From an optimization exercise on the open Yosys and OpenROAD flow, aimed at small area, a short achievable clock period and few clock cycles; shortcuts taken in it are not production practice. Where RTL was checked, it was by simulation tests only, not by an equivalence proof against the original. The RTL of runs 2 and 3 was laid out without a check of its function. Power figures rest on the tool's default switching activity, not on a simulated workload.

==> flow/design.v, too long to show whole: its modules and the start of the top module <==
// module elemento_alu: 30 lines
// module dot5_csa: 617 lines
// module dot5_fin: 11 lines
// module coprocessador_param: 149 lines
module coprocessador_param
#(
  parameter int DATA_W = DATA_W_DEF,
  parameter int N_MAX = N_MAX_DEF,
  localparam int M_W = N_MAX*N_MAX*DATA_W
) (
  input  logic           clk,
  input  logic           rst,
  input  logic           start,
  input  logic [2:0]     tamanho,
  input  logic [2:0]     op,
  input  logic [M_W-1:0] matriz1,
  input  logic [M_W-1:0] matriz2,
  output logic [M_W-1:0] matrizresult,
  output logic           overflow,
  output logic           erro,
  output logic           busy,
  output logic           done
);
  // ...
==> flow/flow/run.sh <==
#!/bin/bash
set -euo pipefail
MARGIN=7
sed "s/CLKGATE_MAP_FILE= /CLKGATE_MAP_FILE= SETUP_SLACK_MARGIN=$MARGIN /" standard.sh > standard_margin.sh
grep -q "SETUP_SLACK_MARGIN=$MARGIN" standard_margin.sh
bash standard_margin.sh > make.log 2>&1
==> flow/standard.sh <==
#!/bin/bash
# synth_recipe.tcl (not shown) runs the flow's synth.tcl, then flattens the netlist and writes it again
# the make line also repeats each setting of config.mk as NAME=value (left out here)
make -C /OpenROAD-flow-scripts/flow DESIGN_CONFIG=/design/flow/config.mk WORK_HOME=/design/flow/orfs CLKGATE_MAP_FILE= SYNTH_SCRIPT=/design/flow/synth_recipe.tcl "${@:-finish}"
==> flow/config.mk <==
export PLATFORM = sky130hd
export DESIGN_NAME = coprocessador_param
export DESIGN_NICKNAME = coprocessador_param
export VERILOG_FILES = /design/flow/design.v
export SDC_FILE = /design/flow/constraint.sdc
export NUM_CORES = 4
export LEC_CHECK = 0
export CAP_MARGIN = 20
export CELL_PAD_IN_SITES_DETAIL_PLACEMENT = 1
export CORE_MARGIN = 2
export CORE_UTILIZATION = 50
export SLEW_MARGIN = 20
==> flow/constraint.sdc <==
create_clock -name core_clock -period 12.0 [get_ports {clk}]
set_input_delay 2.4000 -clock core_clock [delete_from_list [all_inputs] [get_ports {clk}]]
set_output_delay 2.4000 -clock core_clock [all_outputs]
set_load 0.01 [all_outputs]
==> impl_metrics.env, run 1 <==
export IMPL_p_total_w=0.02007
export IMPL_grt_use_met1=0.6038
export IMPL_routed_top_layer="met5"
export IMPL_largestRegisters="r_b x200, r_res x200, r_csa x170"
export IMPL_ios=613
export IMPL_grt_busiest_layer="met2"
export IMPL_netSwitchingFraction=0.4927
export IMPL_synthMuxAreaShare=0.05015
export IMPL_via_per_inst=6.872
export IMPL_fp_dieH_um=401.8
export IMPL_tns_ps=0
export IMPL_multi_input_area_share=0.6605
export IMPL_finalCritPeriodShare=0.4172
export IMPL_r2r_slack_ps=7010
export IMPL_yosysMostFrequentCell="inv_1"
export IMPL_synth_top_area_frac=0.1999
export IMPL_yosys_most_used_dff="dfxtp_1"
export IMPL_clock_fmax_ghz=0.1997
export IMPL_synthSimpleGateAreaFrac=0.1038
export IMPL_grt_max_degree=202
export IMPL_fin_nets=10760
export IMPL_post_cts_resized=219
export IMPL_tightest_slew_ps=1261
export IMPL_hold_path_class="flip-flop to flip-flop"
export IMPL_cts_htree_levels=3
export IMPL_dr_pass1_iters=10
export IMPL_final_nonclk_buf_share=0.09227
export IMPL_largest_cell_class="multi-input combinational cells"
export IMPL_first_global_vias=77620
export IMPL_ys_seq_elements=600
export IMPL_synth_top_family_by_area="adder cells"
export IMPL_whs_endpoint="r_res[4][3]$_SDFFE_PP0P_"
export IMPL_synth_cells=8703
export IMPL_cap_violations=0
export IMPL_yosysWarnings=12
export IMPL_power_group_top="combinational cells"
export IMPL_status="no timing/DRC/antenna violations"
export IMPL_layout_common_cells="inv_1, fa_1, xor2_1"
export IMPL_met1_length_um=148000
export IMPL_num_antenna_cells=33
export IMPL_area_growth_pct=16.12
export IMPL_drive_above_1_share=0.09074
export IMPL_utilization=0.5861
export IMPL_powerDensity_nw_per_um2=218.4
export IMPL_cts_hold_buf=0
Testbench counts, summed over its fixed seeds: cycles 6,580.
==> module dot5_fin, before the edit <==
module dot5_fin (input logic [33:0] r, output logic [7:0] y, output logic ovf);
  wire [17:0] r0 = {1'b1, r[16], r[15], r[14], r[13], r[12], r[11], r[10], r[9], r[8], r[7], r[6], r[5], r[4], r[3], r[2], r[1], r[0]};
  wire [17:0] r1 = {1'b0, r[33], r[32], r[31], r[30], r[29], r[28], r[27], r[26], r[25], r[24], r[23], r[22], r[21], r[20], r[19], r[18], r[17]};
  wire [8:0] lo = {1'b0, r0[7:0]} + {1'b0, r1[7:0]};
  assign y = {~lo[7], lo[6:0]};
  wire [9:0] xh = r0[17:8], yh = r1[17:8];
  wire [9:0] hx = xh ^ yh;
  wire [9:0] ho = xh | yh;
  wire zhi = &(hx[9:1] ~^ ho[8:0]);
  assign ovf = !(zhi && (hx[0] == lo[8]));
endmodule
==> module coprocessador_param, before the edit <==
module coprocessador_param
#(
  parameter int DATA_W = DATA_W_DEF,
  parameter int N_MAX = N_MAX_DEF,
  localparam int M_W = N_MAX*N_MAX*DATA_W
) (
  input  logic           clk,
  input  logic           rst,
  input  logic           start,
  input  logic [2:0]     tamanho,
  input  logic [2:0]     op,
  input  logic [M_W-1:0] matriz1,
  input  logic [M_W-1:0] matriz2,
  output logic [M_W-1:0] matrizresult,
  output logic           overflow,
  output logic           erro,
  output logic           busy,
  output logic           done
);
  typedef logic [DATA_W-1:0] elem_t;
  logic r_busy, r_done, r_erro;
  logic [N_MAX-1:0] r_ovf_l, r_ovf_m;    
  logic [N_MAX-1:0] r_last, r_colv;
  logic [N_MAX:0] r_row, r_end;
  logic r_pv;                            
  elem_t r_res [N_MAX][N_MAX];
  elem_t r_b [N_MAX][N_MAX];
  logic w_bad, w_seq, w_as, w_ng, w_tr, w_pa;
  logic [N_MAX-1:0] w_v, w_last;
  always_comb begin
    w_bad = (tamanho < 3'd2) || (tamanho > 3'(N_MAX)) || (op == OP_UNS);
    w_seq = !w_bad && (op == OP_MUL || op == OP_SCL);
    w_as = op == OP_ADD || op == OP_SUB;
    w_ng = op == OP_OPO;
    w_tr = op == OP_TRN;
    w_pa = op == OP_MUL || op == OP_SCL;
    for (int x = 0; x < N_MAX; x++) begin
      w_v[x] = !w_bad && (3'(x) < tamanho);
      w_last[x] = (3'(x+1) == tamanho);
    end
  end
  elem_t w_lane [N_MAX][N_MAX];
  logic [N_MAX-1:0] w_lovf [N_MAX];
  logic [N_MAX-1:0] w_lrow;
  for (genvar g = 0; g < N_MAX; g++) begin : g_lr
    for (genvar h = 0; h < N_MAX; h++) begin : g_lc
      logic w_en;
      assign w_en = w_v[g] && w_v[h];
      elemento_alu #(.DATA_W(DATA_W)) u_alu (
        .i_a(matriz1[(g*N_MAX+h)*DATA_W +: DATA_W]),
        .i_b(matriz2[(g*N_MAX+h)*DATA_W +: DATA_W]),
        .i_t(matriz1[(h*N_MAX+g)*DATA_W +: DATA_W]),
        .i_op0(op[0]),
        .i_as(w_en && w_as),
        .i_ng(w_en && w_ng),
        .i_tr(w_en && w_tr),
        .i_pa(w_en && w_pa),
        .o_y(w_lane[g][h]),
        .o_ovf(w_lovf[g][h])
      );
    end
    assign w_lrow[g] = |w_lovf[g];
  end
  localparam int CSW = 34;
  logic [N_MAX*DATA_W-1:0] w_arow;
  logic [CSW-1:0] w_csa [N_MAX];
  logic [CSW-1:0] r_csa [N_MAX];
  elem_t w_dot [N_MAX];
  logic [N_MAX-1:0] w_dovf, w_dovf_raw;
  for (genvar k = 0; k < N_MAX; k++) begin : g_ar
    assign w_arow[k*DATA_W +: DATA_W] = r_res[0][k];
  end
  for (genvar h = 0; h < N_MAX; h++) begin : g_dot
    logic [N_MAX*DATA_W-1:0] w_bcol;
    for (genvar k = 0; k < N_MAX; k++) begin : g_k
      assign w_bcol[k*DATA_W +: DATA_W] = r_b[k][h];
    end
    dot5_csa u_csa (.a(w_arow), .b(w_bcol), .r(w_csa[h]));
    dot5_fin u_fin (.r(r_csa[h]), .y(w_dot[h]), .ovf(w_dovf_raw[h]));
    assign w_dovf[h] = r_pv && r_colv[h] && w_dovf_raw[h];
  end
  always_ff @(posedge clk) begin
    if (rst) begin
      r_busy <= 1'b0;
      r_done <= 1'b0;
      r_ovf_l <= '0;
      r_ovf_m <= '0;
      r_erro <= 1'b0;
      r_row <= '0;
      r_end <= '0;
      r_pv <= 1'b0;
      r_last <= '0;
      r_colv <= '0;
      for (int x = 0; x < N_MAX; x++)
        for (int y = 0; y < N_MAX; y++)
          r_res[x][y] <= '0;
    end else if (!r_busy) begin
      if (start) begin
        r_busy <= 1'b1;
        r_done <= !w_seq;
        r_ovf_l <= w_lrow;
        r_ovf_m <= '0;
        r_erro <= w_bad;
        r_row <= (N_MAX+1)'(1);
        r_end <= {w_last, 1'b0};
        r_pv <= 1'b0;
        r_last <= w_last;
        r_colv <= w_v;
        for (int x = 0; x < N_MAX; x++)
          for (int y = 0; y < N_MAX; y++)
            r_res[x][y] <= w_lane[x][y];
      end
    end else if (r_done) begin
      r_busy <= 1'b0;
      r_done <= 1'b0;
    end else begin
      r_row <= {r_row[N_MAX-1:0], 1'b0};
      r_done <= |(r_row & r_end);
      r_pv <= 1'b1;
      r_ovf_m <= r_ovf_m | w_dovf;
      for (int x = 0; x < N_MAX; x++)
        for (int y = 0; y < N_MAX; y++)
          if (r_last[x]) r_res[x][y] <= r_colv[y] ? w_dot[y] : '0;
          else r_res[x][y] <= (x < N_MAX-1) ? r_res[(x+1)%N_MAX][y] : '0;
    end
  end
  always_ff @(posedge clk) begin
    for (int y = 0; y < N_MAX; y++)
      r_csa[y] <= w_csa[y];
  end
  always_ff @(posedge clk) begin
    if (!r_busy)
      for (int x = 0; x < N_MAX; x++)
        for (int y = 0; y < N_MAX; y++)
          if (op == OP_SCL)
            r_b[x][y] <= (x == y) ? matriz2[DATA_W-1:0] : '0;
          else
            r_b[x][y] <= matriz2[(x*N_MAX+y)*DATA_W +: DATA_W];
  end
  for (genvar g = 0; g < N_MAX; g++) begin : g_row
    for (genvar h = 0; h < N_MAX; h++) begin : g_col
      assign matrizresult[(g*N_MAX+h)*DATA_W +: DATA_W] = r_res[g][h];
    end
  end
  assign overflow = |{r_ovf_l, r_ovf_m};
  assign erro = r_erro;
  assign busy = r_busy;
  assign done = r_done;
endmodule
==> run 2: changes to the inputs <==
--- a/flow/design.v
+++ b/flow/design.v
@@ -36,17 +36,17 @@
     w_lo[0] = 1'b0;
     for (int k = 1; k < DATA_W; k++) w_lo[k] = w_lo[k-1] | i_a[k-1];
     w_n = i_a ^ w_lo;
     o_y = ({DATA_W{i_as}} & w_s[DATA_W-1:0]) | ({DATA_W{i_ng}} & w_n) |
           ({DATA_W{i_tr}} & i_t) | ({DATA_W{i_pa}} & i_a);
     o_ovf = (i_as && (w_s[DATA_W] != w_c7)) || (i_ng && i_a[DATA_W-1] && !w_lo[DATA_W-1]);
   end
 endmodule
-module dot5_csa (input logic [39:0] a, input logic [39:0] b, output logic [33:0] r);
+module dot5_csa (input logic [39:0] a, input logic [39:0] b, output logic [48:0] r);
   wire k0m0n = b[1] & ~(b[0] & 1'b0);
   wire k0m0o = b[0] ^ 1'b0;
   wire k0m0t = (b[1] & ~b[0] & ~1'b0) | (~b[1] & b[0] & 1'b0);
   wire k0m0p0 = (((k0m0o & a[0]) | (k0m0t & 1'b0)) ^ k0m0n);
   wire k0m0p1 = (((k0m0o & a[1]) | (k0m0t & a[0])) ^ k0m0n);
   wire k0m0p2 = (((k0m0o & a[2]) | (k0m0t & a[1])) ^ k0m0n);
   wire k0m0p3 = (((k0m0o & a[3]) | (k0m0t & a[2])) ^ k0m0n);
   wire k0m0p4 = (((k0m0o & a[4]) | (k0m0t & a[3])) ^ k0m0n);
@@ -448,224 +448,224 @@
   wire t327, t328;
   wire t329, t330;
   wire t331, t332;
   wire t333, t334;
   wire t335, t336;
   wire t337, t338;
   wire t339, t340;
   wire t341, t342;
-  wire t343, t344;
-  wire t345, t346;
-  wire t347, t348;
-  wire t349, t350;
-  wire t351, t352;
-  wire t353, t354;
-  wire t355, t356;
-  wire t357, t358;
-  wire t359, t360;
-  wire t361, t362;
-  wire t363, t364;
-  wire t365, t366;
-  wire t367, t368;
-  wire t369, t370;
-  wire t371, t372;
-  wire t373, t374;
-  assign {t2, t1} = {1'b0, k0m0p4} + {1'b0, k0m1p2};
-  assign {t4, t3} = {1'b0, k0m0p6} + {1'b0, k0m1p4} + {1'b0, k0m2p2};
-  assign {t6, t5} = {1'b0, k0m3p0} + {1'b0, k0m3n} + {1'b0, k1m0p6};
-  assign {t8, t7} = {1'b0, k1m1p4} + {1'b0, k1m2p2} + {1'b0, k1m3p0};
-  assign {t10, t9} = {1'b0, k0m0p7} + {1'b0, k0m1p5} + {1'b0, k0m2p3};
-  assign {t12, t11} = {1'b0, k0m3p1} + {1'b0, k1m0p7} + {1'b0, k1m1p5};
-  assign {t14, t13} = {1'b0, k1m2p3} + {1'b0, k1m3p1};
-  assign {t16, t15} = {1'b0, k0m0p8} + {1'b0, k0m1p6} + {1'b0, k0m2p4};
-  assign {t18, t17} = {1'b0, k0m3p2} + {1'b0, k1m0p8} + {1'b0, k1m1p6};
-  assign {t20, t19} = {1'b0, k1m2p4} + {1'b0, k1m3p2};
-  assign {t22, t21} = {1'b0, k0m0p2} + {1'b0, k0m1p0} + {1'b0, k0m1n};
-  assign {t24, t23} = {1'b0, k0m2p0} + {1'b0, k0m2n} + {1'b0, k1m0p4};
-  assign {t26, t25} = {1'b0, k1m1p2} + {1'b0, k1m2p0} + {1'b0, k1m2n};
-  assign {t28, t27} = {1'b0, k2m0p4} + {1'b0, k2m1p2} + {1'b0, k2m2p0};
-  assign {t30, t29} = {1'b0, k0m0p5} + {1'b0, k0m1p3} + {1'b0, k0m2p1};
-  assign {t32, t31} = {1'b0, k1m0p5} + {1'b0, k1m1p3} + {1'b0, k1m2p1};
-  assign {t34, t33} = {1'b0, k2m0p5} + {1'b0, k2m1p3} + {1'b0, k2m2p1};
-  assign {t36, t35} = {1'b0, k1m3n} + {1'b0, k2m0p6} + {1'b0, k2m1p4};
-  assign {t38, t37} = {1'b0, k2m2p2} + {1'b0, k2m3p0} + {1'b0, k2m3n};
-  assign {t40, t39} = {1'b0, k3m0p6} + {1'b0, k3m1p4} + {1'b0, k3m2p2};
-  assign {t42, t41} = {1'b0, k3m3p0} + {1'b0, k3m3n} + {1'b0, k4m0p6};
-  assign {t44, t43} = {1'b0, k4m1p4} + {1'b0, k4m2p2};
-  assign {t46, t45} = {1'b0, k2m0p7} + {1'b0, k2m1p5} + {1'b0, k2m2p3};
-  assign {t48, t47} = {1'b0, k2m3p1} + {1'b0, k3m0p7} + {1'b0, k3m1p5};
-  assign {t50, t49} = {1'b0, k3m2p3} + {1'b0, k3m3p1} + {1'b0, k4m0p7};
-  assign {t52, t51} = {1'b0, k4m1p5} + {1'b0, k4m2p3} + {1'b0, k4m3p1};
-  assign {t54, t53} = {1'b0, 1'b1} + {1'b0, t4} + {1'b0, t6};
-  assign {t56, t55} = {1'b0, t8} + {1'b0, t9};
-  assign {t58, t57} = {1'b0, k2m0p8} + {1'b0, k2m1p6} + {1'b0, k2m2p4};
-  assign {t60, t59} = {1'b0, k2m3p2} + {1'b0, k3m0p8} + {1'b0, k3m1p6};
-  assign {t62, t61} = {1'b0, k3m2p4} + {1'b0, k3m3p2} + {1'b0, k4m0p8};
-  assign {t64, t63} = {1'b0, k4m1p6} + {1'b0, k4m2p4} + {1'b0, k4m3p2};
-  assign {t66, t65} = {1'b0, 1'b1} + {1'b0, t10} + {1'b0, t12};
-  assign {t68, t67} = {1'b0, t14} + {1'b0, t15} + {1'b0, t17};
-  assign {t70, t69} = {1'b0, k0m1p7} + {1'b0, k0m2p5} + {1'b0, k0m3p3};
-  assign {t72, t71} = {1'b0, k1m1p7} + {1'b0, k1m2p5} + {1'b0, k1m3p3};
-  assign {t74, t73} = {1'b0, k2m1p7} + {1'b0, k2m2p5} + {1'b0, k2m3p3};
-  assign {t76, t75} = {1'b0, k3m1p7} + {1'b0, k3m2p5} + {1'b0, k3m3p3};
-  assign {t78, t77} = {1'b0, k4m1p7} + {1'b0, k4m2p5} + {1'b0, k4m3p3};
-  assign {t80, t79} = {1'b0, 1'b1} + {1'b0, t16} + {1'b0, t18};
-  assign {t82, t81} = {1'b0, k0m1p8} + {1'b0, k0m2p6} + {1'b0, k0m3p4};
-  assign {t84, t83} = {1'b0, k1m1p8} + {1'b0, k1m2p6} + {1'b0, k1m3p4};
-  assign {t86, t85} = {1'b0, k2m1p8} + {1'b0, k2m2p6} + {1'b0, k2m3p4};
-  assign {t88, t87} = {1'b0, k3m1p8} + {1'b0, k3m2p6} + {1'b0, k3m3p4};
-  assign {t90, t89} = {1'b0, k4m1p8} + {1'b0, k4m2p6};
+  assign {t2, t1} = {1'b0, k0m2n} + {1'b0, k1m2n};
+  assign {t4, t3} = {1'b0, k0m3n} + {1'b0, k1m3n} + {1'b0, k2m3n};
+  assign {t6, t5} = {1'b0, k3m3n} + {1'b0, k4m3n} + {1'b0, k0m0p6};
+  assign {t8, t7} = {1'b0, k0m1p4} + {1'b0, k0m2p2} + {1'b0, k0m3p0};
+  assign {t10, t9} = {1'b0, 1'b1} + {1'b0, k0m0p7} + {1'b0, k0m1p5};
+  assign {t12, t11} = {1'b0, k0m2p3} + {1'b0, k0m3p1} + {1'b0, k1m0p7};
+  assign {t14, t13} = {1'b0, k1m1p5} + {1'b0, k1m2p3};
+  assign {t16, t15} = {1'b0, 1'b1} + {1'b0, k0m0p8} + {1'b0, k0m1p6};
+  assign {t18, t17} = {1'b0, k0m2p4} + {1'b0, k0m3p2} + {1'b0, k1m0p8};
+  assign {t20, t19} = {1'b0, k1m1p6} + {1'b0, k1m2p4};
+  assign {t22, t21} = {1'b0, k0m1n} + {1'b0, k1m1n} + {1'b0, k2m1n};
+  assign {t24, t23} = {1'b0, k2m2n} + {1'b0, k3m2n} + {1'b0, k4m2n};
+  assign {t26, t25} = {1'b0, t1} + {1'b0, k0m0p4} + {1'b0, k0m1p2};
+  assign {t28, t27} = {1'b0, k0m2p0} + {1'b0, k1m0p4} + {1'b0, k1m1p2};
+  assign {t30, t29} = {1'b0, t2} + {1'b0, k0m0p5} + {1'b0, k0m1p3};
+  assign {t32, t31} = {1'b0, k0m2p1} + {1'b0, k1m0p5} + {1'b0, k1m1p3};
+  assign {t34, t33} = {1'b0, k1m2p1} + {1'b0, k2m0p5} + {1'b0, k2m1p3};
+  assign {t36, t35} = {1'b0, k1m0p6} + {1'b0, k1m1p4} + {1'b0, k1m2p2};
+  assign {t38, t37} = {1'b0, k1m3p0} + {1'b0, k2m0p6} + {1'b0, k2m1p4};
+  assign {t40, t39} = {1'b0, k2m2p2} + {1'b0, k2m3p0} + {1'b0, k3m0p6};
+  assign {t42, t41} = {1'b0, k3m1p4} + {1'b0, k3m2p2} + {1'b0, k3m3p0};
+  assign {t44, t43} = {1'b0, k4m0p6} + {1'b0, k4m1p4};
+  assign {t46, t45} = {1'b0, t4} + {1'b0, k1m3p1} + {1'b0, k2m0p7};
+  assign {t48, t47} = {1'b0, k2m1p5} + {1'b0, k2m2p3} + {1'b0, k2m3p1};
+  assign {t50, t49} = {1'b0, k3m0p7} + {1'b0, k3m1p5} + {1'b0, k3m2p3};
+  assign {t52, t51} = {1'b0, k3m3p1} + {1'b0, k4m0p7} + {1'b0, k4m1p5};
+  assign {t54, t53} = {1'b0, k4m2p3} + {1'b0, k4m3p1} + {1'b0, t13};
+  assign {t56, t55} = {1'b0, t6} + {1'b0, t8};
+  assign {t58, t57} = {1'b0, k1m3p2} + {1'b0, k2m0p8} + {1'b0, k2m1p6};
+  assign {t60, t59} = {1'b0, k2m2p4} + {1'b0, k2m3p2} + {1'b0, k3m0p8};
+  assign {t62, t61} = {1'b0, k3m1p6} + {1'b0, k3m2p4} + {1'b0, k3m3p2};
+  assign {t64, t63} = {1'b0, k4m0p8} + {1'b0, k4m1p6} + {1'b0, k4m2p4};
+  assign {t66, t65} = {1'b0, k4m3p2} + {1'b0, t14} + {1'b0, t19};
+  assign {t68, t67} = {1'b0, t10} + {1'b0, t12} + {1'b0, t15};
+  assign {t70, t69} = {1'b0, 1'b1} + {1'b0, k0m1p7} + {1'b0, k0m2p5};
+  assign {t72, t71} = {1'b0, k0m3p3} + {1'b0, k1m1p7} + {1'b0, k1m2p5};
+  assign {t74, t73} = {1'b0, k1m3p3} + {1'b0, k2m1p7} + {1'b0, k2m2p5};
+  assign {t76, t75} = {1'b0, k2m3p3} + {1'b0, k3m1p7} + {1'b0, k3m2p5};
+  assign {t78, t77} = {1'b0, k3m3p3} + {1'b0, k4m1p7} + {1'b0, k4m2p5};
+  assign {t80, t79} = {1'b0, k4m3p3} + {1'b0, t20} + {1'b0, t16};
+  assign {t82, t81} = {1'b0, 1'b1} + {1'b0, k0m1p8} + {1'b0, k0m2p6};
+  assign {t84, t83} = {1'b0, k0m3p4} + {1'b0, k1m1p8} + {1'b0, k1m2p6};
+  assign {t86, t85} = {1'b0, k1m3p4} + {1'b0, k2m1p8} + {1'b0, k2m2p6};
+  assign {t88, t87} = {1'b0, k2m3p4} + {1'b0, k3m1p8} + {1'b0, k3m2p6};
+  assign {t90, t89} = {1'b0, k3m3p4} + {1'b0, k4m1p8};
   assign {t92, t91} = {1'b0, k0m2p7} + {1'b0, k0m3p5} + {1'b0, k1m2p7};
-  assign {t94, t93} = {1'b0, k0m0p0} + {1'b0, k0m0n};
-  assign {t96, t95} = {1'b0, k1m0p2} + {1'b0, k1m1p0} + {1'b0, k1m1n};
-  assign {t98, t97} = {1'b0, k2m0p2} + {1'b0, k2m1p0} + {1'b0, k2m1n};
-  assign {t100, t99} = {1'b0, k0m0p3} + {1'b0, k0m1p1} + {1'b0, k1m0p3};
-  assign {t102, t101} = {1'b0, k1m1p1} + {1'b0, k2m0p3} + {1'b0, k2m1p1};
-  assign {t104, t103} = {1'b0, k2m2n} + {1'b0, k3m0p4} + {1'b0, k3m1p2};
-  assign {t106, t105} = {1'b0, k3m2p0} + {1'b0, k3m2n} + {1'b0, k4m0p4};
-  assign {t108, t107} = {1'b0, k4m1p2} + {1'b0, k4m2p0} + {1'b0, k4m2n};
-  assign {t110, t109} = {1'b0, k3m0p5} + {1'b0, k3m1p3} + {1'b0, k3m2p1};
-  assign {t112, t111} = {1'b0, k4m0p5} + {1'b0, k4m1p3} + {1'b0, k4m2p1};
-  assign {t114, t113} = {1'b0, t2} + {1'b0, t24} + {1'b0, t26};
+  assign {t94, t93} = {1'b0, k0m0n} + {1'b0, k1m0n};
+  assign {t96, t95} = {1'b0, k3m1n} + {1'b0, k4m1n} + {1'b0, k0m0p2};
+  assign {t98, t97} = {1'b0, k0m1p0} + {1'b0, k1m0p2} + {1'b0, k1m1p0};
+  assign {t100, t99} = {1'b0, t22} + {1'b0, k0m0p3} + {1'b0, k0m1p1};
+  assign {t102, t101} = {1'b0, k1m0p3} + {1'b0, k1m1p1} + {1'b0, k2m0p3};
+  assign {t104, t103} = {1'b0, k1m2p0} + {1'b0, k2m0p4} + {1'b0, k2m1p2};
+  assign {t106, t105} = {1'b0, k2m2p0} + {1'b0, k3m0p4} + {1'b0, k3m1p2};
+  assign {t108, t107} = {1'b0, k3m2p0} + {1'b0, k4m0p4} + {1'b0, k4m1p2};
+  assign {t110, t109} = {1'b0, t24} + {1'b0, k2m2p1} + {1'b0, k3m0p5};
+  assign {t112, t111} = {1'b0, k3m1p3} + {1'b0, k3m2p1} + {1'b0, k4m0p5};
+  assign {t114, t113} = {1'b0, k4m1p3} + {1'b0, k4m2p1} + {1'b0, t26};
   assign {t116, t115} = {1'b0, t28} + {1'b0, t29};
-  assign {t118, t117} = {1'b0, k4m3p0} + {1'b0, k4m3n} + {1'b0, t3};
-  assign {t120, t119} = {1'b0, t5} + {1'b0, t7} + {1'b0, t30};
-  assign {t122, t121} = {1'b0, t32} + {1'b0, t34} + {1'b0, t35};
-  assign {t124, t123} = {1'b0, t37} + {1'b0, t39} + {1'b0, t41};
-  assign {t126, t125} = {1'b0, t11} + {1'b0, t13} + {1'b0, t36};
-  assign {t128, t127} = {1'b0, t38} + {1'b0, t40} + {1'b0, t42};
-  assign {t130, t129} = {1'b0, t44} + {1'b0, t45} + {1'b0, t47};
-  assign {t132, t131} = {1'b0, t49} + {1'b0, t51} + {1'b0, t53};
-  assign {t134, t133} = {1'b0, t19} + {1'b0, t46} + {1'b0, t48};
-  assign {t136, t135} = {1'b0, t50} + {1'b0, t52} + {1'b0, t54};
-  assign {t138, t137} = {1'b0, t56} + {1'b0, t57} + {1'b0, t59};
-  assign {t140, t139} = {1'b0, t61} + {1'b0, t63} + {1'b0, t65};
-  assign {t142, t141} = {1'b0, t20} + {1'b0, t58} + {1'b0, t60};
-  assign {t144, t143} = {1'b0, t62} + {1'b0, t64} + {1'b0, t66};
-  assign {t146, t145} = {1'b0, t68} + {1'b0, t69} + {1'b0, t71};
-  assign {t148, t147} = {1'b0, t73} + {1'b0, t75} + {1'b0, t77};
-  assign {t150, t149} = {1'b0, k4m3p4} + {1'b0, 1'b1} + {1'b0, t70};
-  assign {t152, t151} = {1'b0, t72} + {1'b0, t74} + {1'b0, t76};
-  assign {t154, t153} = {1'b0, t78} + {1'b0, t80} + {1'b0, t81};
+  assign {t118, t117} = {1'b0, k4m2p2} + {1'b0, k4m3p0} + {1'b0, t3};
+  assign {t120, t119} = {1'b0, t43} + {1'b0, t30} + {1'b0, t32};
+  assign {t122, t121} = {1'b0, t34} + {1'b0, t5} + {1'b0, t7};
+  assign {t124, t123} = {1'b0, t35} + {1'b0, t37} + {1'b0, t39};
+  assign {t126, t125} = {1'b0, t44} + {1'b0, t36} + {1'b0, t38};
+  assign {t128, t127} = {1'b0, t40} + {1'b0, t42} + {1'b0, t9};
+  assign {t130, t129} = {1'b0, t11} + {1'b0, t45} + {1'b0, t47};
+  assign {t132, t131} = {1'b0, t49} + {1'b0, t51} + {1'b0, t55};
+  assign {t134, t133} = {1'b0, t46} + {1'b0, t48} + {1'b0, t50};
+  assign {t136, t135} = {1'b0, t52} + {1'b0, t17} + {1'b0, t57};
+  assign {t138, t137} = {1'b0, t59} + {1'b0, t61} + {1'b0, t63};
+  assign {t140, t139} = {1'b0, t56} + {1'b0, t54} + {1'b0, t65};
+  assign {t142, t141} = {1'b0, t18} + {1'b0, t58} + {1'b0, t60};
+  assign {t144, t143} = {1'b0, t62} + {1'b0, t64} + {1'b0, t69};
+  assign {t146, t145} = {1'b0, t71} + {1'b0, t73} + {1'b0, t75};
+  assign {t148, t147} = {1'b0, t77} + {1'b0, t66} + {1'b0, t68};
+  assign {t150, t149} = {1'b0, k4m2p6} + {1'b0, k4m3p4} + {1'b0, t89};
+  assign {t152, t151} = {1'b0, t70} + {1'b0, t72} + {1'b0, t74};
+  assign {t154, t153} = {1'b0, t76} + {1'b0, t78} + {1'b0, t81};
   assign {t156, t155} = {1'b0, t83} + {1'b0, t85} + {1'b0, t87};
   assign {t158, t157} = {1'b0, k1m3p5} + {1'b0, k2m2p7} + {1'b0, k2m3p5};
   assign {t160, t159} = {1'b0, k3m2p7} + {1'b0, k3m3p5} + {1'b0, k4m2p7};
-  assign {t162, t161} = {1'b0, k4m3p5} + {1'b0, t82} + {1'b0, t84};
-  assign {t164, t163} = {1'b0, t86} + {1'b0, t88} + {1'b0, t90};
-  assign {t166, t165} = {1'b0, k0m2p8} + {1'b0, k0m3p6} + {1'b0, k1m2p8};
-  assign {t168, t167} = {1'b0, k1m3p6} + {1'b0, k2m2p8} + {1'b0, k2m3p6};
-  assign {t170, t169} = {1'b0, k3m2p8} + {1'b0, k3m3p6} + {1'b0, k4m2p8};
-  assign {t172, t171} = {1'b0, k4m3p6} + {1'b0, 1'b1};
-  assign {t174, t173} = {1'b0, k1m0p0} + {1'b0, k1m0n} + {1'b0, k2m0p0};
-  assign {t176, t175} = {1'b0, k2m0n} + {1'b0, k3m0p0};
-  assign {t178, t177} = {1'b0, k0m0p1} + {1'b0, k1m0p1} + {1'b0, k2m0p1};
-  assign {t180, t179} = {1'b0, k3m0p2} + {1'b0, k3m1p0} + {1'b0, k3m1n};
-  assign {t182, t181} = {1'b0, k4m0p2} + {1'b0, k4m1p0} + {1'b0, k4m1n};
-  assign {t184, t183} = {1'b0, k3m0p3} + {1'b0, k3m1p1} + {1'b0, k4m0p3};
-  assign {t186, t185} = {1'b0, k4m1p1} + {1'b0, t22} + {1'b0, t96};
+  assign {t162, t161} = {1'b0, k4m3p5} + {1'b0, t90} + {1'b0, t82};
+  assign {t164, t163} = {1'b0, t84} + {1'b0, t86} + {1'b0, t88};
+  assign {t166, t165} = {1'b0, 1'b1} + {1'b0, k0m2p8} + {1'b0, k0m3p6};
+  assign {t168, t167} = {1'b0, k1m2p8} + {1'b0, k1m3p6} + {1'b0, k2m2p8};
+  assign {t170, t169} = {1'b0, k2m3p6} + {1'b0, k3m2p8} + {1'b0, k3m3p6};
+  assign {t172, t171} = {1'b0, k4m2p8} + {1'b0, k4m3p6};
+  assign {t174, t173} = {1'b0, k2m0n} + {1'b0, k3m0n} + {1'b0, k4m0n};
+  assign {t176, t175} = {1'b0, t93} + {1'b0, k0m0p0};
+  assign {t178, t177} = {1'b0, t94} + {1'b0, k0m0p1} + {1'b0, k1m0p1};
+  assign {t180, t179} = {1'b0, k2m0p2} + {1'b0, k2m1p0} + {1'b0, k3m0p2};
+  assign {t182, t181} = {1'b0, k3m1p0} + {1'b0, k4m0p2} + {1'b0, k4m1p0};
+  assign {t184, t183} = {1'b0, k2m1p1} + {1'b0, k3m0p3} + {1'b0, k3m1p1};
+  assign {t186, t185} = {1'b0, k4m0p3} + {1'b0, k4m1p1} + {1'b0, t96};
   assign {t188, t187} = {1'b0, t98} + {1'b0, t99};
-  assign {t190, t189} = {1'b0, t1} + {1'b0, t23} + {1'b0, t25};
-  assign {t192, t191} = {1'b0, t27} + {1'b0, t100} + {1'b0, t102};
+  assign {t190, t189} = {1'b0, k4m2p0} + {1'b0, t23} + {1'b0, t100};
+  assign {t192, t191} = {1'b0, t102} + {1'b0, t25} + {1'b0, t27};
   assign {t194, t193} = {1'b0, t103} + {1'b0, t105} + {1'b0, t107};
-  assign {t196, t195} = {1'b0, t31} + {1'b0, t33} + {1'b0, t104};
-  assign {t198, t197} = {1'b0, t106} + {1'b0, t108} + {1'b0, t109};
-  assign {t200, t199} = {1'b0, t111} + {1'b0, t113} + {1'b0, t115};
-  assign {t202, t201} = {1'b0, t43} + {1'b0, t110} + {1'b0, t112};
-  assign {t204, t203} = {1'b0, t114} + {1'b0, t116} + {1'b0, t117};
+  assign {t196, t195} = {1'b0, t104} + {1'b0, t106} + {1'b0, t108};
+  assign {t198, t197} = {1'b0, t31} + {1'b0, t33} + {1'b0, t109};
+  assign {t200, t199} = {1'b0, t111} + {1'b0, t115} + {1'b0, t113};
+  assign {t202, t201} = {1'b0, t110} + {1'b0, t112} + {1'b0, t41};
+  assign {t204, t203} = {1'b0, t117} + {1'b0, t116} + {1'b0, t114};
   assign {t206, t205} = {1'b0, t119} + {1'b0, t121} + {1'b0, t123};
-  assign {t208, t207} = {1'b0, t55} + {1'b0, t118} + {1'b0, t120};
+  assign {t208, t207} = {1'b0, t118} + {1'b0, t53} + {1'b0, t120};
   assign {t210, t209} = {1'b0, t122} + {1'b0, t124} + {1'b0, t125};
   assign {t212, t211} = {1'b0, t127} + {1'b0, t129} + {1'b0, t131};
-  assign {t214, t213} = {1'b0, t67} + {1'b0, t126} + {1'b0, t128};
-  assign {t216, t215} = {1'b0, t130} + {1'b0, t132} + {1'b0, t133};
-  assign {t218, t217} = {1'b0, t135} + {1'b0, t137} + {1'b0, t139};
-  assign {t220, t219} = {1'b0, t79} + {1'b0, t134} + {1'b0, t136};
-  assign {t222, t221} = {1'b0, t138} + {1'b0, t140} + {1'b0, t141};
-  assign {t224, t223} = {1'b0, t143} + {1'b0, t145} + {1'b0, t147};
-  assign {t226, t225} = {1'b0, t89} + {1'b0, t142} + {1'b0, t144};
-  assign {t228, t227} = {1'b0, t146} + {1'b0, t148} + {1'b0, t149};
-  assign {t230, t229} = {1'b0, t151} + {1'b0, t153} + {1'b0, t155};
-  assign {t232, t231} = {1'b0, t91} + {1'b0, t150} + {1'b0, t152};
-  assign {t234, t233} = {1'b0, t154} + {1'b0, t156} + {1'b0, t157};
-  assign {t236, t235} = {1'b0, t159} + {1'b0, t161} + {1'b0, t163};
-  assign {t238, t237} = {1'b0, t92} + {1'b0, t158} + {1'b0, t160};
-  assign {t240, t239} = {1'b0, t162} + {1'b0, t164} + {1'b0, t165};
-  assign {t242, t241} = {1'b0, t167} + {1'b0, t169} + {1'b0, t171};
+  assign {t214, t213} = {1'b0, t126} + {1'b0, t128} + {1'b0, t130};
+  assign {t216, t215} = {1'b0, t133} + {1'b0, t67} + {1'b0, t135};
+  assign {t218, t217} = {1'b0, t137} + {1'b0, t132} + {1'b0, t139};
+  assign {t220, t219} = {1'b0, t134} + {1'b0, t79} + {1'b0, t136};
+  assign {t222, t221} = {1'b0, t138} + {1'b0, t141} + {1'b0, t143};
+  assign {t224, t223} = {1'b0, t145} + {1'b0, t140} + {1'b0, t147};
+  assign {t226, t225} = {1'b0, t149} + {1'b0, t80} + {1'b0, t142};
+  assign {t228, t227} = {1'b0, t144} + {1'b0, t146} + {1'b0, t151};
+  assign {t230, t229} = {1'b0, t153} + {1'b0, t155} + {1'b0, t148};
+  assign {t232, t231} = {1'b0, t91} + {1'b0, t157} + {1'b0, t159};
+  assign {t234, t233} = {1'b0, t150} + {1'b0, t152} + {1'b0, t154};
+  assign {t236, t235} = {1'b0, t156} + {1'b0, t161} + {1'b0, t163};
+  assign {t238, t237} = {1'b0, t171} + {1'b0, t92} + {1'b0, t158};
+  assign {t240, t239} = {1'b0, t160} + {1'b0, t165} + {1'b0, t167};
+  assign {t242, t241} = {1'b0, t169} + {1'b0, t162} + {1'b0, t164};
   assign {t244, t243} = {1'b0, k0m3p7} + {1'b0, k1m3p7} + {1'b0, k2m3p7};
-  assign {t246, t245} = {1'b0, k3m3p7} + {1'b0, k4m3p7} + {1'b0, t166};
-  assign {t248, t247} = {1'b0, t168} + {1'b0, t170} + {1'b0, t172};
-  assign {t250, t249} = {1'b0, k0m3p8} + {1'b0, k1m3p8} + {1'b0, k2m3p8};
-  assign {t252, t251} = {1'b0, k3m3p8} + {1'b0, k4m3p8};
-  assign {t254, t253} = {1'b0, k3m0n} + {1'b0, k4m0p0} + {1'b0, k4m0n};
-  assign {t256, t255} = {1'b0, k3m0p1} + {1'b0, k4m0p1} + {1'b0, t94};
-  assign {t258, t257} = {1'b0, t174} + {1'b0, t176};
-  assign {t260, t259} = {1'b0, t21} + {1'b0, t95} + {1'b0, t97};
-  assign {t262, t261} = {1'b0, t178} + {1'b0, t179} + {1'b0, t181};
-  assign {t264, t263} = {1'b0, t101} + {1'b0, t180} + {1'b0, t182};
-  assign {t266, t265} = {1'b0, t183} + {1'b0, t185} + {1'b0, t187};
-  assign {t268, t267} = {1'b0, t184} + {1'b0, t186} + {1'b0, t188};
+  assign {t246, t245} = {1'b0, k3m3p7} + {1'b0, k4m3p7} + {1'b0, t172};
+  assign {t248, t247} = {1'b0, t166} + {1'b0, t168} + {1'b0, t170};
+  assign {t250, t249} = {1'b0, 1'b1} + {1'b0, k0m3p8} + {1'b0, k1m3p8};
+  assign {t252, t251} = {1'b0, k2m3p8} + {1'b0, k3m3p8};
+  assign {t254, t253} = {1'b0, k1m0p0} + {1'b0, k2m0p0} + {1'b0, k3m0p0};
+  assign {t256, t255} = {1'b0, t174} + {1'b0, k2m0p1} + {1'b0, k3m0p1};
+  assign {t258, t257} = {1'b0, k4m0p1} + {1'b0, t176};
+  assign {t260, t259} = {1'b0, t21} + {1'b0, t178} + {1'b0, t95};
+  assign {t262, t261} = {1'b0, t97} + {1'b0, t179} + {1'b0, t181};
+  assign {t264, t263} = {1'b0, t180} + {1'b0, t182} + {1'b0, t101};
+  assign {t266, t265} = {1'b0, t183} + {1'b0, t187} + {1'b0, t185};
+  assign {t268, t267} = {1'b0, t184} + {1'b0, t188} + {1'b0, t186};
   assign {t270, t269} = {1'b0, t189} + {1'b0, t191} + {1'b0, t193};
   assign {t272, t271} = {1'b0, t190} + {1'b0, t192} + {1'b0, t194};
   assign {t274, t273} = {1'b0, t195} + {1'b0, t197} + {1'b0, t199};
-  assign {t276, t275} = {1'b0, t196} + {1'b0, t198} + {1'b0, t200};
-  assign {t278, t277} = {1'b0, t201} + {1'b0, t203} + {1'b0, t205};
-  assign {t280, t279} = {1'b0, t202} + {1'b0, t204} + {1'b0, t206};
-  assign {t282, t281} = {1'b0, t207} + {1'b0, t209} + {1'b0, t211};
-  assign {t284, t283} = {1'b0, t208} + {1'b0, t210} + {1'b0, t212};
-  assign {t286, t285} = {1'b0, t213} + {1'b0, t215} + {1'b0, t217};
-  assign {t288, t287} = {1'b0, t214} + {1'b0, t216} + {1'b0, t218};
-  assign {t290, t289} = {1'b0, t219} + {1'b0, t221} + {1'b0, t223};
-  assign {t292, t291} = {1'b0, t220} + {1'b0, t222} + {1'b0, t224};
-  assign {t294, t293} = {1'b0, t225} + {1'b0, t227} + {1'b0, t229};
-  assign {t296, t295} = {1'b0, t226} + {1'b0, t228} + {1'b0, t230};
-  assign {t298, t297} = {1'b0, t231} + {1'b0, t233} + {1'b0, t235};
-  assign {t300, t299} = {1'b0, t232} + {1'b0, t234} + {1'b0, t236};
-  assign {t302, t301} = {1'b0, t237} + {1'b0, t239} + {1'b0, t241};
-  assign {t304, t303} = {1'b0, t238} + {1'b0, t240} + {1'b0, t242};
-  assign {t306, t305} = {1'b0, t243} + {1'b0, t245} + {1'b0, t247};
-  assign {t308, t307} = {1'b0, 1'b1} + {1'b0, t244} + {1'b0, t246};
-  assign {t310, t309} = {1'b0, t248} + {1'b0, t249} + {1'b0, t251};
-  assign {t312, t311} = {1'b0, t93} + {1'b0, t173};
-  assign {t314, t313} = {1'b0, t177} + {1'b0, t254} + {1'b0, t255};
+  assign {t276, t275} = {1'b0, t196} + {1'b0, t198} + {1'b0, t201};
+  assign {t278, t277} = {1'b0, t200} + {1'b0, t203} + {1'b0, t205};
+  assign {t280, t279} = {1'b0, t202} + {1'b0, t204} + {1'b0, t207};
+  assign {t282, t281} = {1'b0, t206} + {1'b0, t209} + {1'b0, t211};
+  assign {t284, t283} = {1'b0, t208} + {1'b0, t210} + {1'b0, t213};
+  assign {t286, t285} = {1'b0, t215} + {1'b0, t212} + {1'b0, t217};
+  assign {t288, t287} = {1'b0, t214} + {1'b0, t216} + {1'b0, t219};
+  assign {t290, t289} = {1'b0, t221} + {1'b0, t218} + {1'b0, t223};
+  assign {t292, t291} = {1'b0, t220} + {1'b0, t225} + {1'b0, t222};
+  assign {t294, t293} = {1'b0, t227} + {1'b0, t224} + {1'b0, t229};
+  assign {t296, t295} = {1'b0, t231} + {1'b0, t226} + {1'b0, t228};
+  assign {t298, t297} = {1'b0, t233} + {1'b0, t235} + {1'b0, t230};
+  assign {t300, t299} = {1'b0, t232} + {1'b0, t237} + {1'b0, t239};
+  assign {t302, t301} = {1'b0, t234} + {1'b0, t236} + {1'b0, t241};
+  assign {t304, t303} = {1'b0, t243} + {1'b0, t245} + {1'b0, t238};
+  assign {t306, t305} = {1'b0, t240} + {1'b0, t247} + {1'b0, t242};
+  assign {t308, t307} = {1'b0, k4m3p8} + {1'b0, t251} + {1'b0, t244};
+  assign {t310, t309} = {1'b0, t249} + {1'b0, t246} + {1'b0, t248};
+  assign {t312, t311} = {1'b0, k4m0p0} + {1'b0, t173};
+  assign {t314, t313} = {1'b0, t254} + {1'b0, t177} + {1'b0, t255};
   assign {t316, t315} = {1'b0, t256} + {1'b0, t258} + {1'b0, t259};
   assign {t318, t317} = {1'b0, t260} + {1'b0, t262} + {1'b0, t263};
   assign {t320, t319} = {1'b0, t264} + {1'b0, t266} + {1'b0, t267};
   assign {t322, t321} = {1'b0, t268} + {1'b0, t270} + {1'b0, t271};
-  assign {t324, t323} = {1'b0, t272} + {1'b0, t274} + {1'b0, t275};
-  assign {t326, t325} = {1'b0, t276} + {1'b0, t278} + {1'b0, t279};
-  assign {t328, t327} = {1'b0, t280} + {1'b0, t282} + {1'b0, t283};
-  assign {t330, t329} = {1'b0, t284} + {1'b0, t286} + {1'b0, t287};
-  assign {t332, t331} = {1'b0, t288} + {1'b0, t290} + {1'b0, t291};
-  assign {t334, t333} = {1'b0, t292} + {1'b0, t294} + {1'b0, t295};
-  assign {t336, t335} = {1'b0, t296} + {1'b0, t298} + {1'b0, t299};
-  assign {t338, t337} = {1'b0, t300} + {1'b0, t302} + {1'b0, t303};
-  assign {t340, t339} = {1'b0, t304} + {1'b0, t306} + {1'b0, t307};
-  assign {t342, t341} = {1'b0, t250} + {1'b0, t252} + {1'b0, t308};
-  assign {t344, t343} = {1'b0, t175} + {1'b0, t253};
-  assign {t346, t345} = {1'b0, t257} + {1'b0, t312} + {1'b0, t313};
-  assign {t348, t347} = {1'b0, t261} + {1'b0, t314} + {1'b0, t315};
-  assign {t350, t349} = {1'b0, t265} + {1'b0, t316} + {1'b0, t317};
-  assign {t352, t351} = {1'b0, t269} + {1'b0, t318} + {1'b0, t319};
-  assign {t354, t353} = {1'b0, t273} + {1'b0, t320} + {1'b0, t321};
-  assign {t356, t355} = {1'b0, t277} + {1'b0, t322} + {1'b0, t323};
-  assign {t358, t357} = {1'b0, t281} + {1'b0, t324} + {1'b0, t325};
-  assign {t360, t359} = {1'b0, t285} + {1'b0, t326} + {1'b0, t327};
-  assign {t362, t361} = {1'b0, t289} + {1'b0, t328} + {1'b0, t329};
-  assign {t364, t363} = {1'b0, t293} + {1'b0, t330} + {1'b0, t331};
-  assign {t366, t365} = {1'b0, t297} + {1'b0, t332} + {1'b0, t333};
-  assign {t368, t367} = {1'b0, t301} + {1'b0, t334} + {1'b0, t335};
-  assign {t370, t369} = {1'b0, t305} + {1'b0, t336} + {1'b0, t337};
-  assign {t372, t371} = {1'b0, t309} + {1'b0, t338} + {1'b0, t339};
-  assign {t374, t373} = {1'b0, t310} + {1'b0, t340} + {1'b0, t341};
-  assign r = {t374, t373, t371, t369, t367, t365, t363, t361, t359, t357, t355, t353, t351, t349, t347, t345, t343, t342, t372, t370, t368, t366, t364, t362, t360, t358, t356, t354, t352, t350, t348, t346, t344, t311};
+  assign {t324, t323} = {1'b0, t272} + {1'b0, t275} + {1'b0, t274};
+  assign {t326, t325} = {1'b0, t276} + {1'b0, t279} + {1'b0, t278};
+  assign {t328, t327} = {1'b0, t280} + {1'b0, t283} + {1'b0, t282};
+  assign {t330, t329} = {1'b0, t284} + {1'b0, t287} + {1'b0, t286};
+  assign {t332, t331} = {1'b0, t288} + {1'b0, t291} + {1'b0, t290};
+  assign {t334, t333} = {1'b0, t292} + {1'b0, t295} + {1'b0, t297};
+  assign {t336, t335} = {1'b0, t299} + {1'b0, t296} + {1'b0, t301};
+  assign {t338, t337} = {1'b0, t303} + {1'b0, t300} + {1'b0, t302};
+  assign {t340, t339} = {1'b0, t307} + {1'b0, t304} + {1'b0, t309};
+  assign {t342, t341} = {1'b0, t252} + {1'b0, t250} + {1'b0, t308};
+  assign r = {t341, t339, t337, t335, t333, t331, t329, t327, t325, t323, t321, t319, t317, t315, t313, t311, t340, t338, t336, t334, t332, t330, t328, t326, t324, t322, t320, t318, t316, t314, t312, t253, t342, t310, t306, t305, t298, t294, t293, t289, t285, t281, t277, t273, t269, t265, t261, t257, t175};
 endmodule
-module dot5_fin (input logic [33:0] r, output logic [7:0] y, output logic ovf);
-  wire [17:0] r0 = {1'b1, r[16], r[15], r[14], r[13], r[12], r[11], r[10], r[9], r[8], r[7], r[6], r[5], r[4], r[3], r[2], r[1], r[0]};
-  wire [17:0] r1 = {1'b0, r[33], r[32], r[31], r[30], r[29], r[28], r[27], r[26], r[25], r[24], r[23], r[22], r[21], r[20], r[19], r[18], r[17]};
+module dot5_fin (input logic [48:0] r, output logic [7:0] y, output logic ovf);
+  wire t343, t344;
+  wire t345, t346;
+  wire t347, t348;
+  wire t349, t350;
+  wire t351, t352;
+  wire t353, t354;
+  wire t355, t356;
+  wire t357, t358;
+  wire t359, t360;
+  wire t361, t362;
+  wire t363, t364;
+  wire t365, t366;
+  wire t367, t368;
+  wire t369, t370;
+  wire t371, t372;
+  wire t373, t374;
+  assign {t344, t343} = {1'b0, r[0]} + {1'b0, r[17]};
+  assign {t346, t345} = {1'b0, r[1]} + {1'b0, r[18]} + {1'b0, r[34]};
+  assign {t348, t347} = {1'b0, r[2]} + {1'b0, r[19]} + {1'b0, r[35]};
+  assign {t350, t349} = {1'b0, r[3]} + {1'b0, r[20]} + {1'b0, r[36]};
+  assign {t352, t351} = {1'b0, r[4]} + {1'b0, r[21]} + {1'b0, r[37]};
+  assign {t354, t353} = {1'b0, r[5]} + {1'b0, r[22]} + {1'b0, r[38]};
+  assign {t356, t355} = {1'b0, r[6]} + {1'b0, r[23]} + {1'b0, r[39]};
+  assign {t358, t357} = {1'b0, r[7]} + {1'b0, r[24]} + {1'b0, r[40]};
+  assign {t360, t359} = {1'b0, r[8]} + {1'b0, r[25]} + {1'b0, r[41]};
+  assign {t362, t361} = {1'b0, r[9]} + {1'b0, r[26]} + {1'b0, r[42]};
+  assign {t364, t363} = {1'b0, r[10]} + {1'b0, r[27]} + {1'b0, r[43]};
+  assign {t366, t365} = {1'b0, r[11]} + {1'b0, r[28]} + {1'b0, r[44]};
+  assign {t368, t367} = {1'b0, r[12]} + {1'b0, r[29]} + {1'b0, r[45]};
+  assign {t370, t369} = {1'b0, r[13]} + {1'b0, r[30]} + {1'b0, r[46]};
+  assign {t372, t371} = {1'b0, r[14]} + {1'b0, r[31]} + {1'b0, r[47]};
+  assign {t374, t373} = {1'b0, r[15]} + {1'b0, r[32]} + {1'b0, r[48]};
+  wire [17:0] r0 = {1'b1, r[16], t372, t370, t368, t366, t364, t362, t360, t358, t356, t354, t352, t350, t348, t346, t344, r[33]};
+  wire [17:0] r1 = {1'b0, t374, t373, t371, t369, t367, t365, t363, t361, t359, t357, t355, t353, t351, t349, t347, t345, t343};
   wire [8:0] lo = {1'b0, r0[7:0]} + {1'b0, r1[7:0]};
   assign y = {~lo[7], lo[6:0]};
   wire [9:0] xh = r0[17:8], yh = r1[17:8];
   wire [9:0] hx = xh ^ yh;
   wire [9:0] ho = xh | yh;
   wire zhi = &(hx[9:1] ~^ ho[8:0]);
   assign ovf = !(zhi && (hx[0] == lo[8]));
 endmodule
@@ -728,17 +728,17 @@
         .i_tr(w_en && w_tr),
         .i_pa(w_en && w_pa),
         .o_y(w_lane[g][h]),
         .o_ovf(w_lovf[g][h])
       );
     end
     assign w_lrow[g] = |w_lovf[g];
   end
-  localparam int CSW = 34;
+  localparam int CSW = 49;
   logic [N_MAX*DATA_W-1:0] w_arow;
   logic [CSW-1:0] w_csa [N_MAX];
   logic [CSW-1:0] r_csa [N_MAX];
   elem_t w_dot [N_MAX];
   logic [N_MAX-1:0] w_dovf, w_dovf_raw;
   for (genvar k = 0; k < N_MAX; k++) begin : g_ar
     assign w_arow[k*DATA_W +: DATA_W] = r_res[0][k];
   end
==> flow/flow/run.sh (replaced) <==
#!/bin/bash
set -euo pipefail
MARGIN=7.5
sed "s/CLKGATE_MAP_FILE= /CLKGATE_MAP_FILE= SETUP_SLACK_MARGIN=$MARGIN /" standard.sh > standard_margin.sh
grep -q "SETUP_SLACK_MARGIN=$MARGIN" standard_margin.sh
bash standard_margin.sh > make.log 2>&1
==> run 2 against run 1 <==
Synthesized area increased by 3.9%. Cell area grew 8.3%. Largest cell class unchanged. Worst hold slack gained 27 ps. Flip-flop and latch count is 75 higher. First-iteration DRC count increased by 2.6%. Still clean on timing, DRC and antenna. Sequential share of layout area is 0.38 points higher. Total power increased by 1.9%. Combinational power about the same. Clock power rose by 11%. Worst setup slack better by 250 ps. Critical path depth rose by 1.
==> impl_metrics.env, run 2 <==
export IMPL_status="no timing/DRC/antenna violations"
export IMPL_cts_htree_levels=3
export IMPL_ir_drop_mv=0.2390
export IMPL_synth_edf_count=200
export IMPL_cts_sinks=675
export IMPL_syn_avg_cell_area_um2=9.195
export IMPL_fin_nets=11260
export IMPL_synth_fp_nets=10800
export IMPL_place_area_um2=90640
export IMPL_start_kind="input port"
export IMPL_rsz0062_at_grt="true"
export IMPL_drc=0
export IMPL_hold_depth=1
export IMPL_setup_viol=0
export IMPL_synth_area_um2=82190
export IMPL_core_um2=163000
export IMPL_finalCritPeriodShare=0.3962
export IMPL_synth_seq_area_share=0.1888
export IMPL_initial_core_util=0.5043
export IMPL_tightest_slew_ps=1186
export IMPL_routedWlPerCell_um=37.92
export IMPL_critPathRequiredTime_ps=12610
export IMPL_largestRegisters="r_csa x245, r_b x200, r_res x200"
export IMPL_routed_wl_um=443400
export IMPL_final_common_cell="inv_1"
export IMPL_regMostFlops="r_csa"
export IMPL_die_x_um=409.4
export IMPL_grt_pass1_wl_um=603000
export IMPL_grt_max_degree=175
export IMPL_gp_congestion=1.060
export IMPL_first_iter_violations=11710
export IMPL_hold_path_class="flip-flop to flip-flop"
export IMPL_first_global_vias=82040
export IMPL_finalInstanceArea_um2=99480
export IMPL_grt_overflow=0
export IMPL_final_max_slew_viol_count=0
export IMPL_cts_tree="done"
export IMPL_worstPathMaxFanout=2
export IMPL_ios=613
export IMPL_hpwl_um=321100
export IMPL_cts_root_buffer="clkbuf_16"
export IMPL_relSlewSlack=0.2091
export IMPL_largest_reg_flops=245
export IMPL_grt_usage=0.5026
export IMPL_preCtsSetupSlack_ps=5083
export IMPL_yosysWarnings=12
export IMPL_ys_types=103
export IMPL_vias=80510
export IMPL_row_count=148
export IMPL_dr_pass1_iters=9
export IMPL_synth_cells=8938
export IMPL_r2r_end="r_csa[3][43]$_DFF_P_"
export IMPL_synth_commonest_cells="inv_1, fa_1, xor2_1, a22oi_1, ha_1"
export IMPL_p_leak_nw=40.81
export IMPL_yosysMostFrequentCell="inv_1"
export IMPL_powerDensity_nw_per_um2=205.6
export IMPL_dieArea_um2=167600
export IMPL_layout_common_cells="inv_1, fa_1, a22oi_1"
export IMPL_cap_violations=0
export IMPL_critical_path_class="input port to flip-flop"
export IMPL_min_from="r_pv$_SDFFE_PP0P_"
export IMPL_portBuffers=612
export IMPL_reg2reg_depth=11
export IMPL_critical_path_arrival_ps=5360
export IMPL_async_flop_share=0
export IMPL_via_per_inst=6.885
export IMPL_cts_buffers=88
export IMPL_utilization=0.6105
export IMPL_cts_hold_buf=0
export IMPL_endpoint_kind="flip-flop"
export IMPL_yosys_most_used_dff="dfxtp_1"
export IMPL_rr_startpoint="r_res[0][1]$_SDFFE_PP0P_"
export IMPL_synth_top_area_frac=0.2095
export IMPL_fp_dieH_um=409.4
export IMPL_antenna_found_initial=91
export IMPL_drive_above_1_share=0.1422
export IMPL_path_clk_slew_ps=60
export IMPL_fin_skew_ps=46.13
export IMPL_finalWorstSetupSlack_ps=7245
export IMPL_clk_insertion_delay_late_ps=760
export IMPL_tns_ps=0
export IMPL_yosysTopAreaCell="fa_1"
export IMPL_area_growth_pct=21.04
export IMPL_hold_viol_final=0
export IMPL_cts_buffer_depth=3
export IMPL_clock_fmax_ghz=0.2103
export IMPL_final_antenna_net_count=0
export IMPL_ys_seq_elements=675
export IMPL_whs_endpoint="r_pv$_SDFFE_PP0P_"
export IMPL_fin_crit_ps=4755
export IMPL_r2r_slack_ps=7430
export IMPL_synth_area_top_cells="fa_1, dfxtp_1, ha_1"
-- run 2: changes by cell type in the layout (fill, tap and decap cells not counted), moves of 44 or more --
cell and delta:
clkdlybuf4s50_1 -139, a221oi_2 +120, inv_1 +119, buf_4 +106, a221oi_1 -105, xnor2_1 +99, xor2_1 -98, mux2i_1 -85
fa_1 +71, dfxtp_1 +64, o21ai_0 -64, dlygate4sd2_1 +48, nor2b_1 +44
-- run 2: repair_timing --
action	in CTS	in global routing
cloned	21	9
hold endpoints to repair	0	0
pin swaps	50	64
setup buffers	118	109
gates resized for setup	647	360
endpoints found under the setup margin	439	258
-- run 2: layer usage --
layer / vias up / track usage / wire length [um]
li1: 31560 / - / -
met1: 40310 / 0.6281 / 157300
met2: 6588 / 0.7238 / 181600
met4: 56 / 0.3663 / 42690
met5: - / 0 / 391
met3: 2001 / 0.1655 / 61430
-- run 2: kinds of logic (layout without fill, tap and decap cells) --
kind of cell,count (synthesis),count (layout),synth area share
compound gates,1975,1975,0.1694
simple gates,1759,1763,0.1040
buf+inv,1629,2164,0.07650
fa+ha+maj,1453,1453,0.2998
xor+xnor,1129,1129,0.1205
flops,675,675,0.1888
mux,318,318,0.04107
other cells,0,42,0
-- run 2: how the worst max path moves through the flow --
stage           startpoint                         to  cells past startpoint
6_report       matriz1[97]    r_ovf_l[2]$_SDFFE_PP0P_                     14
5_1_grt        matriz1[40]    r_ovf_l[1]$_SDFFE_PP0P_                     14
4_1_cts        matriz1[97]    r_ovf_l[2]$_SDFFE_PP0P_                     14
3_5_place_dp    tamanho[2]  r_res[11][0]$_SDFFE_PP0P_                     13
3_3_place_gp    tamanho[2]    r_ovf_l[2]$_SDFFE_PP0P_                     10
2_1_floorplan        op[0]   r_res[0][7]$_SDFFE_PP0P_                     15
-- run 2: cell type report --
class	instances	area (um2)
multi-input cells	6638	63730
fillers	17730	63480
flip-flops and latches	675	15640
repair buffers	1007	10510
inverters	992	3755
well taps	2175	2721
clock buffers	109	2407
clock inverters	56	611.8
diodes	42	105.1
-- run 2: worst max-delay path: stages --
cell	delay (ps)
buf_8	80
inv_6	30
ha_4	150
ha_4	160
ha_4	170
ha_4	160
ha_4	160
ha_4	160
a222oi_1	780
a21oi_1	220
a311oi_1	290
o31ai_1	130
nor4_1	320
a311oi_1	140
-- run 2: report_power, final --
part	switching, W	internal [W]
Combinational	0.00840	0.00560
Clock	0.00125	0.00165
Sequential	0.000456	0.00310
-- run 2: metrics by stage --
step	instances	hold slack, ps	total power, W
5_1_grt	11660	515.0	0.02174
3_5_place_dp	11230	446.8	0.01650
2_1_floorplan	8938	425.3	0.01159
4_1_cts	11530	473.8	0.01982
3_3_place_gp	11230	434.9	0.01572
6_report	11690	483.4	0.02045
==> module elemento_alu, before the edit <==
module elemento_alu
#(
  parameter int DATA_W = DATA_W_DEF
) (
  input  logic [DATA_W-1:0] i_a,     
  input  logic [DATA_W-1:0] i_b,     
  input  logic [DATA_W-1:0] i_t,     
  input  logic              i_op0,   
  input  logic              i_as,    
  input  logic              i_ng,    
  input  logic              i_tr,    
  input  logic              i_pa,    
  output logic [DATA_W-1:0] o_y,
  output logic              o_ovf
);
  logic [DATA_W-1:0] w_y, w_n, w_lo;
  logic [DATA_W:0] w_s;
  logic w_c7;
  always_comb begin
    w_y = i_b ^ {DATA_W{i_op0}};
    w_s = {1'b0, i_a} + {1'b0, w_y} + (DATA_W+1)'(i_op0);
    w_c7 = i_a[DATA_W-1] ^ w_y[DATA_W-1] ^ w_s[DATA_W-1];
    w_lo[0] = 1'b0;
    for (int k = 1; k < DATA_W; k++) w_lo[k] = w_lo[k-1] | i_a[k-1];
    w_n = i_a ^ w_lo;
    o_y = ({DATA_W{i_as}} & w_s[DATA_W-1:0]) | ({DATA_W{i_ng}} & w_n) |
          ({DATA_W{i_tr}} & i_t) | ({DATA_W{i_pa}} & i_a);
    o_ovf = (i_as && (w_s[DATA_W] != w_c7)) || (i_ng && i_a[DATA_W-1] && !w_lo[DATA_W-1]);
  end
endmodule
==> run 3: changes to the inputs <==
--- a/flow/design.v
+++ b/flow/design.v
@@ -35,9 +35,9 @@
     w_c7 = i_a[DATA_W-1] ^ w_y[DATA_W-1] ^ w_s[DATA_W-1];
     w_lo[0] = 1'b0;
-    for (int k = 1; k < DATA_W; k++) w_lo[k] = w_lo[k-1] | i_a[k-1];
+    for (int k = 1; k < DATA_W; k++) w_lo[k] = |(i_a & ((DATA_W)'(1) << k) - (DATA_W)'(1));
     w_n = i_a ^ w_lo;
     o_y = ({DATA_W{i_as}} & w_s[DATA_W-1:0]) | ({DATA_W{i_ng}} & w_n) |
           ({DATA_W{i_tr}} & i_t) | ({DATA_W{i_pa}} & i_a);
-    o_ovf = (i_as && (w_s[DATA_W] != w_c7)) || (i_ng && i_a[DATA_W-1] && !w_lo[DATA_W-1]);
+    o_ovf = (i_as && (w_s[DATA_W] != w_c7)) || (i_ng && (i_a == {1'b1, {(DATA_W-1){1'b0}}}));
   end
 endmodule
==> flow/flow/run.sh (replaced) <==
#!/bin/bash
set -euo pipefail
MARGIN=7
sed "s/CLKGATE_MAP_FILE= /CLKGATE_MAP_FILE= SETUP_SLACK_MARGIN=$MARGIN /" standard.sh > standard_margin.sh
grep -q "SETUP_SLACK_MARGIN=$MARGIN" standard_margin.sh
bash standard_margin.sh > make.log 2>&1
==> run 3 against run 2 <==
Via count fell by 2.6%. Cell area fell by 5.7%. Final cell count fell by 1.3%. Worst setup slack got worse by 360 ps. Utilization fell by 3.4 points. Total power fell by 2.8%. Global-route usage fell by 1.4 points. Sequential power rose by 1%. Clock skew fell by 19 ps. Die area fell by 0.45%. Synthesized area fell by 0.46%. Sequential share of layout area rose by 0.89 points. Critical endpoint is now r_ovf_l[4]$_SDFFE_PP0P_. Highest routed layer unchanged.
==> impl_metrics.env, run 3 <==
export IMPL_rsz0062_at_grt="true"
export IMPL_cp_slowest_stage_delay_ps=800
export IMPL_area_growth_pct=14.66
export IMPL_synth_area_um2=81810
export IMPL_final_common_cell="inv_1"
export IMPL_antenna_found_initial=95
export IMPL_fin_skew_ps=27.14
export IMPL_largestRegisters="r_csa x245, r_b x200, r_res x200"
export IMPL_path_buf_inv=1
export IMPL_fin_nets=11040
export IMPL_portBuffers=612
export IMPL_rr_startpoint="r_res[1][4]$_SDFFE_PP0P_"
export IMPL_whs_endpoint="r_res[4][4]$_SDFFE_PP0P_"
export IMPL_cts_sinks=675
export IMPL_relSlewSlack=0.1493
export IMPL_cts_hold_buf=0
export IMPL_combPwrFrac=0.675
export IMPL_dp_cells=11290
export IMPL_regMostFlops="r_csa"
export IMPL_stdcell_count=11550
export IMPL_hold_depth=2
export IMPL_final_antenna_net_count=0
export IMPL_p_switching_w=0.009814
export IMPL_synth_seq_area_share=0.1896
export IMPL_r2r_end="r_csa[3][42]$_DFF_P_"
export IMPL_min_from="r_res[4][4]$_SDFFE_PP0P_"
export IMPL_dr_wl_met3_um=53930
export IMPL_drc=0
export IMPL_synth_commonest_cells="inv_1, fa_1, xor2_1, a22oi_1, nor2_1"
export IMPL_via_per_inst=6.791
export IMPL_status="no timing/DRC/antenna violations"
export IMPL_cts_htree_levels=3
export IMPL_path_clk_slew_ps=70
export IMPL_multi_input_area_um2=61030
export IMPL_first_iter_violations=10640
export IMPL_ys_types=97
export IMPL_route_met2_wl_um=174600
export IMPL_layout_common_cells="inv_1, fa_1, xor2_1"
export IMPL_cts_buffer_depth=3
export IMPL_grt_pass1_wl_um=588200
export IMPL_n_fill_cell=18160
export IMPL_gp_congestion=1.057
export IMPL_clk_insertion_delay_late_ps=790
export IMPL_fp_dieH_um=408.5
export IMPL_vias=78410
export IMPL_finalCritPeriodShare=0.4260
export IMPL_worstPathMaxFanout=2
export IMPL_place_area_um2=89540
export IMPL_synth_edf_count=200
export IMPL_core_um2=162600
export IMPL_cts_tree="done"
export IMPL_critPathRequiredTime_ps=12620
export IMPL_routedWlPerCell_um=36.26
export IMPL_yosys_most_used_dff="dfxtp_1"
export IMPL_final_max_slew_viol_count=0
export IMPL_synth_fp_nets=10780
export IMPL_r2r_slack_ps=7070
export IMPL_async_flop_share=0
export IMPL_critical_path_class="input port to flip-flop"
export IMPL_yosysTopAreaCell="fa_1"
export IMPL_grt_max_degree=137
export IMPL_finalInstanceArea_um2=93800
export IMPL_p_seq_frac=0.181
export IMPL_hpwl_um=323000
export IMPL_cap_violations=0
export IMPL_tns_ps=0
export IMPL_synth_top_area_frac=0.2104
export IMPL_start_kind="input port"
export IMPL_grt_usage=0.4887
export IMPL_utilization=0.5769
export IMPL_ys_seq_elements=675
## run 3: cell count changes in the layout (fill, tap and decap cells not counted), sizes merged, moves of 33 or more
cell	change
nand2	+33
a21oi	+41
inv	-75
dlymetal6s2s	-47
nor2b	-42
a221oi	+35
buf	-191
mux2i	-35
a222oi	-37
clkdlybuf4s50	+156
dlygate4sd2	-54
a21o	+65
nor3	+66
ha	-75
## run 3: logic make-up (layout without fill, tap and decap cells)
family          after synthesis  after routing  share of synthesized area
xor+xnor                   1153           1153                     0.1237
mux                         299            299                    0.03848
other cells                   0             42                          0
simple gates               1868           1868                     0.1107
flops                       675            675                     0.1896
buf+inv                    1554           1892                    0.07268
fa+ha+maj                  1378           1378                     0.2897
compound gates             2065           2065                     0.1752
## run 3: layout make-up
| class | count | area share |
|---|---|---|
| diodes | 42 | 0.001120 |
| clock buffers | 120 | 0.02630 |
| clock inverters | 49 | 0.005522 |
| inverters | 915 | 0.03670 |
| multi-input cells | 6763 | 0.6507 |
| flip-flops and latches | 675 | 0.1662 |
| well taps | 2175 | 0.02901 |
| repair buffers | 808 | 0.08446 |
## run 3: worst max path at each step
stage,start,end,slack [ps],cells after the start
2_1_floorplan,op[0],r_ovf_l[3]$_SDFFE_PP0P_,6880,15
3_3_place_gp,tamanho[2],r_res[20][1]$_SDFFE_PP0P_,4850,12
3_5_place_dp,tamanho[2],r_res[20][1]$_SDFFE_PP0P_,4610,12
4_1_cts,matriz2[40],r_ovf_l[1]$_SDFFE_PP0P_,6980,11
5_1_grt,matriz2[169],r_ovf_l[4]$_SDFFE_PP0P_,6880,10
6_report,matriz2[161],r_ovf_l[4]$_SDFFE_PP0P_,6890,11
## run 3: metal layers
layer / GRT usage / up-vias
met5: 0 / -
met4: 0.3591 / 70
met3: 0.1619 / 1706
met2: 0.7097 / 5688
met1: 0.6042 / 39560
li1: - / 31390
## run 3: what timing repair did
item                       4_1_cts  5_1_grt
resized for setup               91       72
gates cloned                     1        2
setup endpoints to repair      309      146
setup buffers                   16       30
pin swaps                        6        9
## run 3: stage by stage
stage | setup slack, ps | power [W] | hold slack, ps
floorplan | 6877 | 0.01160 | 422.9
global placement | 4854 | 0.01569 | 435.8
detailed placement | 4608 | 0.01649 | 445.6
CTS | 6981 | 0.01963 | 456.2
global route | 6881 | 0.02132 | 470.8
finish | 6888 | 0.01988 | 456.5
## run 3: power groups by stage
stage / clock, W / sequential, W / combinational, W
after floorplan: 0 / 0.00340 / 0.00820
after global placement: 0 / 0.00359 / 0.0121
after detailed placement: 0 / 0.00363 / 0.0129
after CTS: 0.00286 / 0.00359 / 0.0132
after global routing: 0.00295 / 0.00364 / 0.0147
final: 0.00286 / 0.00360 / 0.0134
## run 3: worst reg2reg max path: cells and delay by family, from the launching register on
kind / cells / cell delay [ps]
adders and majority gates: 6 / 2860
DFF: 1 / 770
buffers and inverters: 3 / 670
AOI/OAI and AO/OA: 1 / 310
xor gates and xnor gates: 1 / 180
